What follows belongs to an exercise in optimizing a design on an open flow for small area, a short achievable clock period and few clock cycles per item; a production flow would make more cautious choices. The RTL was checked by simulation tests, not by an equivalence proof against the original design.

==> v13 <==
==> flow/design.v (excerpt) <==
module signed_point_polygon_distance (
  input  wire logic                  clk_i,
  input  wire logic                  rst_ni,
  input  wire logic                  cfg_we_i,
  input  wire logic                  cfg_idx_i,
  input  wire logic [sppd_pkg::COORD_BITS-1:0] cfg_data_i,
  input  wire logic                  in_valid_i,
  output logic                       in_stall_o,
  input  sppd_pkg::in_req_t          in_data_i,
  output logic                       out_valid_o,
  input  wire logic                  out_stall_i,
  output sppd_pkg::out_req_t         out_data_o
);
  logic [11:0] qx, qy;
  logic        ho_v, ho_rdy, ho_int, ho_zero, ho_par;
  logic [49:0] ho_nn;
  logic [5:0]  ho_en;
  logic [24:0] ho_ln;
  logic [4:0]  ho_el;
  logic [25:0] ho_e2;
  sppd_dp u_dp (
    .clk_i      (clk_i),
    .rst_ni     (rst_ni),
    .cfg_we_i   (cfg_we_i),
    .cfg_idx_i  (cfg_idx_i),
    .cfg_data_i (cfg_data_i),
    .in_valid_i (in_valid_i),
    .in_stall_o (in_stall_o),
    .in_data_i  (in_data_i),
    .qx_o       (qx),
    .qy_o       (qy),
    .ho_v_o     (ho_v),
    .ho_rdy_i   (ho_rdy),
    .ho_int_o   (ho_int),
    .ho_zero_o  (ho_zero),
    .ho_nn_o    (ho_nn),
    .ho_en_o    (ho_en),
    .ho_ln_o    (ho_ln),
    .ho_el_o    (ho_el),
    .ho_e2_o    (ho_e2),
    .ho_par_o   (ho_par)
  );
  sppd_ctrl u_ctrl (
    .clk_i       (clk_i),
    .rst_ni      (rst_ni),
    .qx_i        (qx),
    .qy_i        (qy),
    .ho_v_i      (ho_v),
    .ho_rdy_o    (ho_rdy),
    .ho_int_i    (ho_int),
    .ho_zero_i   (ho_zero),
    .ho_nn_i     (ho_nn),
    .ho_en_i     (ho_en),
    .ho_ln_i     (ho_ln),
    .ho_el_i     (ho_el),
  ...
Settings: LEC_CHECK=0, ABC_CLOCK_PERIOD_IN_PS=5000, CAP_MARGIN=20, CORE_MARGIN=2, CORE_UTILIZATION=40, SETUP_SLACK_MARGIN=4, SLEW_MARGIN=20; clock period 11.0 ns.
run.sh (not shown) runs the stock make flow with config.mk's settings and CLKGATE_MAP_FILE= SYNTH_SCRIPT=/design/flow/synth_recipe.tcl, a recipe that flattens the netlist after the stock synthesis.
==> v38 (differences from v13) <==
- ABC_CLOCK_PERIOD_IN_PS: 5000 -> 4000
- SETUP_SLACK_MARGIN: 4 -> 5
==> summary of the runs <==
Against v13, the global-route usage of v38 is higher by 0.94 points. Between v13 and v38, the lower via count is in v13 (gap about 4%, measured against v38). In v38 the non-clock buffer count is higher than in v13, by 712. Area after synthesis is the same in v13 and v38. Against v38, the utilization of v13 is lower by 4.3 points. In v13 the register-to-register slack is worse than in v38, by 180 ps. Of v13 and v38, v38 has the higher worst setup slack (gap 180 ps). Maximum frequency: v38 is larger than v13 (about 1.7%).
==> figures <==
item                                                     v38           v13
Status                      no timing/DRC/antenna violations  no timing/DRC/antenna violations
CTS Buf Count                                            167           165
Initial antenna violation count                            5            11
Worst Path Max Fanout                                      7             8
Global-route wire length before repair             707100 um     682000 um
Final period demand of the worst path               10250 ps      10430 ps
Storage element area                             38380 sq um   38370 sq um
Data arrival, critical path                         10820 ps      11050 ps
Number of gates resized after CTS                       1587           138
Final cell count without fillers                       21830         21120
Multi-input gate area in the final layout       110800 sq um  102300 sq um
Actual slew at the worst max-slew pin                1371 ps       1129 ps
Ratio of layout area to synthesized area             1.2152x       1.1080x
Wirelength per Cell                                 21.22 um      20.67 um
Biggest cell delay along the critical path            580 ps        560 ps
Routed met3 length                                  25710 um      21370 um
Testbench counts of v13, summed over its fixed seeds: cycles 11,007, vertices 8,938.
Testbench counts of v38, summed over its fixed seeds: cycles 11,007, vertices 8,938.

* * *

==> inputs of amber <==
signed_point_polygon_distance, a different RTL version from the one above (not shown whole).
Settings: LEC_CHECK=0, ABC_CLOCK_PERIOD_IN_PS=5000, CAP_MARGIN=20, CORE_MARGIN=2, CORE_UTILIZATION=40, SETUP_SLACK_MARGIN=4, SLEW_MARGIN=20; clock period 11.0 ns.
==> inputs of violet, as changes to amber <==
--- a/flow/design.v
+++ b/flow/design.v
@@ -681,11 +681,11 @@
       b_e2_q   <= s2_e2_q;
       b_cn_q   <= s2_v25_q;
       b_d_q    <= s2_d_q;
     end
     if (adv) par_q <= (s2_first_q ? 1'b0 : par_q) ^ s2_flip_q;
-    if (defer) begin
+    if (adv) begin    
       sb_int_q   <= s2_int_q;
       sb_zero_q  <= s2_zero_q;
       sb_nn_q    <= n_nn;
       sb_en_q    <= n_en;
       sb_sn_q    <= s2_sn_q;
ABC_CLOCK_PERIOD_IN_PS = not set   (was 5000)
SETUP_SLACK_MARGIN = not set   (was 4)
==> impl_metrics.json <==
{
  "status": "no timing/DRC/antenna violations",
  "multi_input_area_sq_um": 101000,
  "cpMostUsedCell": "buf_4",
  "syn-cell-area_sq_um": 150000,
  "die_w_um": 616,
  "place_hpwl_um": 334000,
  "pre_cts_slack_ns": 0.0326,
  "drtIter0Drc": 8874,
  "slew_headroom": 0.229
}
the above is filed under violet

==> impl_metrics.json <==
{
  "synth_mux_area_frac": 0.0571,
  "slew_headroom": 0.219,
  "status": "no timing/DRC/antenna violations",
  "max_freq_mhz": 94.1,
  "rsz0062_at_grt": "true",
  "place_hpwl_um": 334000,
  "multi_input_comb_cells": 11748,
  "firstDrtPassIters": 7,
  "pre_cts_slack_ns": -0.478,
  "syn-cell-area_sq_um": 148000,
  "met3_usage": 0.0234,
  "die_w_um": 613,
  "busiest_layer": "met2",
  "drtIter0Drc": 9579,
  "grt_max_degree": 137,
  "multi_input_area_sq_um": 101000,
  "cpMostUsedCell": "fa_1"
}
the above is filed under amber

Testbench counts of amber, summed over its fixed seeds: cycles 11,007, vertices 8,938.
Testbench counts of violet, summed over its fixed seeds: cycles 11,007, vertices 8,938.

[static timing again, ports no longer ideal]
Ports are ideal in the flow. The routed layouts listed here were re-timed in OpenROAD.
Step 1 assumes that a clkbuf_16 drives the clock port and a buf_2 every other input.
Step 2 moves the port delays by t, midway between the first and last clock arrival at a register: inputs arrive t later, outputs are due t later. That takes back most of the time a late clock gives input paths.
a / b / c = ideal ports / drivers / drivers and shift; a / b = the first two.
| run | t, ns | setup slack, ns | worst register clock-pin slew, ns |
|---|---|---|---|
| v13 | 0.993 | 0.572 / 0.572 / 0.572 | 0.07 / 0.07 |
| v38 | 0.973 | 0.750 / 0.750 / 0.750 | 0.07 / 0.07 |
| amber | 0.946 | 0.368 / 0.368 / 0.368 | 0.08 / 0.08 |
| violet | 0.980 | 0.394 / 0.394 / 0.394 | 0.07 / 0.07 |
After both steps every run listed still meets setup and hold.
